Background: an optimization exercise with open tools, aiming at small area. Do not read the settings as production practice. In this exercise RTL edits were held to simulation tests only and were not proved equivalent to the original. Power is estimated from default activity; no workload was simulated.

Design xbar_unmuxed, start of the top module:
module xbar_unmuxed (
  input  logic          clk_i,
  input  logic          arst_n_i,
  input  logic [63:0]   s_aw_addr,
  input  logic [1:0]    s_aw_valid,
  output logic [1:0]    s_aw_ready,
  input  logic [63:0]   s_w_data,
  input  logic [7:0]    s_w_strb,
  input  logic [1:0]    s_w_valid,
  output logic [1:0]    s_w_ready,
  output logic [3:0]    s_b_resp,
  output logic [1:0]    s_b_valid,
  input  logic [1:0]    s_b_ready,
  input  logic [63:0]   s_ar_addr,
  input  logic [1:0]    s_ar_valid,
  output logic [1:0]    s_ar_ready,
  output logic [63:0]   s_r_data,
  output logic [3:0]    s_r_resp,
  output logic [1:0]    s_r_valid,
  input  logic [1:0]    s_r_ready,
  output logic [191:0]  m_aw_addr,
  output logic [5:0]    m_aw_valid,
  input  logic [5:0]    m_aw_ready,
  output logic [191:0]  m_w_data,
  output logic [23:0]   m_w_strb,
  output logic [5:0]    m_w_valid,
  input  logic [5:0]    m_w_ready,
  input  logic [11:0]   m_b_resp,
  input  logic [5:0]    m_b_valid,
  output logic [5:0]    m_b_ready,
  output logic [191:0]  m_ar_addr,
  output logic [5:0]    m_ar_valid,
  input  logic [5:0]    m_ar_ready,
  input  logic [191:0]  m_r_data,
  input  logic [11:0]   m_r_resp,
  input  logic [5:0]    m_r_valid,
  output logic [5:0]    m_r_ready,
  input  logic [7:0]    map_idx_i,
  input  logic [127:0]  map_start_i,
  input  logic [127:0]  map_end_i,
  input  logic [1:0]    en_default_mst_i,
  input  logic [3:0]    default_mst_i
);
Size in the first run: ~5100 cells after synthesis, roughly 1400 I/O pins, roughly 38000 sq um of cells after synthesis.
Settings: LEC_CHECK=0, CAP_MARGIN=20, CORE_AREA=5 5 535 535, CTS_BUF_LIST=sky130_fd_sc_hd__clkbuf_8, CTS_CLUSTER_DIAMETER=50, CTS_CLUSTER_SIZE=12, DIE_AREA=0 0 540 540, SETUP_SLACK_MARGIN=0.1, SLEW_MARGIN=20, SYNTH_HIERARCHICAL=1, SYNTH_MINIMUM_KEEP_SIZE=0; clock period 12.0 ns.
standard.sh (not shown) runs the stock make flow with config.mk's settings and CLKGATE_MAP_FILE= SYNTH_SCRIPT=/design/flow/synth_recipe.tcl, a recipe that flattens the netlist after the stock synthesis.
==> flow/flow/run.sh <==
#!/bin/bash
# The standard layout, with the port buffers made of the smallest buffer
# cell instead of the one buffer_ports picks by default. Every input and
# output port still gets its own buffer.
set -euo pipefail
bash standard.sh "BUFFER_PORTS_ARGS=-buffer_cell sky130_fd_sc_hd__buf_1" finish > standard.log 2>&1
The baseline completed with no timing, DRC or antenna violations.
Change:
- CTS_CLUSTER_DIAMETER: 50 -> 120
- CTS_CLUSTER_SIZE: 12 -> 14
Synthesized cell count stays the same.
Clock skew goes down by 33 ps.
Non-clock buffer count does not change.
Design area goes down by 2.2%.
Power goes down by 9.4%.
Change:
- CTS_CLUSTER_DIAMETER: 120 -> 80
- CTS_CLUSTER_SIZE: 14 -> 12
=> The new run finished with timing, DRC and antenna clean. Setup slack is better by 10 ps. Final area is higher by 0.81%. Utilization is higher by 0.13 points. Cell count barely changes. Sequential power hardly moves. Non-clock buffer count is higher by 1. Global-route usage stays flat. Synthesized area does not change.


Another version of the RTL of xbar_unmuxed (not shown whole).
For scale: ~40000 um2 of cells after synthesis.
==> flow/design.v (excerpt) <==
module xbar_unmuxed (
  input  logic          clk_i,
  input  logic          arst_n_i,
  input  logic [63:0]   s_aw_addr,
  input  logic [1:0]    s_aw_valid,
  output logic [1:0]    s_aw_ready,
  input  logic [63:0]   s_w_data,
  input  logic [7:0]    s_w_strb,
  input  logic [1:0]    s_w_valid,
  output logic [1:0]    s_w_ready,
  output logic [3:0]    s_b_resp,
  output logic [1:0]    s_b_valid,
  input  logic [1:0]    s_b_ready,
  input  logic [63:0]   s_ar_addr,
  input  logic [1:0]    s_ar_valid,
  output logic [1:0]    s_ar_ready,
  output logic [63:0]   s_r_data,
  output logic [3:0]    s_r_resp,
  output logic [1:0]    s_r_valid,
  input  logic [1:0]    s_r_ready,
  output logic [191:0]  m_aw_addr,
  output logic [5:0]    m_aw_valid,
  input  logic [5:0]    m_aw_ready,
  output logic [191:0]  m_w_data,
  output logic [23:0]   m_w_strb,
  output logic [5:0]    m_w_valid,
  input  logic [5:0]    m_w_ready,
  input  logic [11:0]   m_b_resp,
  input  logic [5:0]    m_b_valid,
  output logic [5:0]    m_b_ready,
  output logic [191:0]  m_ar_addr,
  output logic [5:0]    m_ar_valid,
  input  logic [5:0]    m_ar_ready,
  input  logic [191:0]  m_r_data,
  input  logic [11:0]   m_r_resp,
  input  logic [5:0]    m_r_valid,
  output logic [5:0]    m_r_ready,
  input  logic [7:0]    map_idx_i,
  input  logic [127:0]  map_start_i,
  input  logic [127:0]  map_end_i,
  input  logic [1:0]    en_default_mst_i,
  input  logic [3:0]    default_mst_i
);
clock: 12.0 ns
lec_check: 0
cap_margin: 20
core_area: 5 5 535 535
die_area: 0 0 540 540
slew_margin: 20
Scripts as last shown in full above: flow/flow/run.sh
The first run completed with no timing, DRC or antenna violations.
Change:
Settings changed: CORE_AREA 5 5 535 535 to 5 5 345 345, DIE_AREA 0 0 540 540 to 0 0 350 350.
=>
- This time the run never finished: it broke off in I/O pin placement (3_2_place_iop)
- synthesized area does not change
- synthesized cell count is unchanged

re-timing with driven ports:
The results above use ideal ports. As a check the final layouts listed here were re-extracted and re-timed, cells and wires unchanged.
Step 1 sets driving cells, clkbuf_16 on the clock port and buf_2 on the other inputs (assumed; they add their load-dependent delay and slew).
Step 2, shift: input delay + t, output delay - t, t = (earliest + latest rising clock arrival at the registers) / 2. This alone moves slack from input paths to output paths.
Slacks: ideal ports / drivers / drivers and shift; pairs: ideal ports / drivers.
| run | t (ns) | setup WS [ns] | worst setup path after step 2 |
|---|---|---|---|
| the first run of note 1 | 0.976 | 0.360 / 0.307 / 0.307 | input to output |
| the second run of note 1 | 0.939 | 0.354 / 0.323 / 0.323 | input to output |
| the third run of note 1 | 0.948 | 0.364 / 0.335 / 0.335 | input to output |
| the first run of note 2 | 0.751 | 1.252 / 1.064 / 1.064 | input to output |
After both steps every run listed still meets setup and hold. The setup slack of the first run of note 2, which loses most, moves by -0.188 ns with the drivers and by -0.188 ns with both steps.
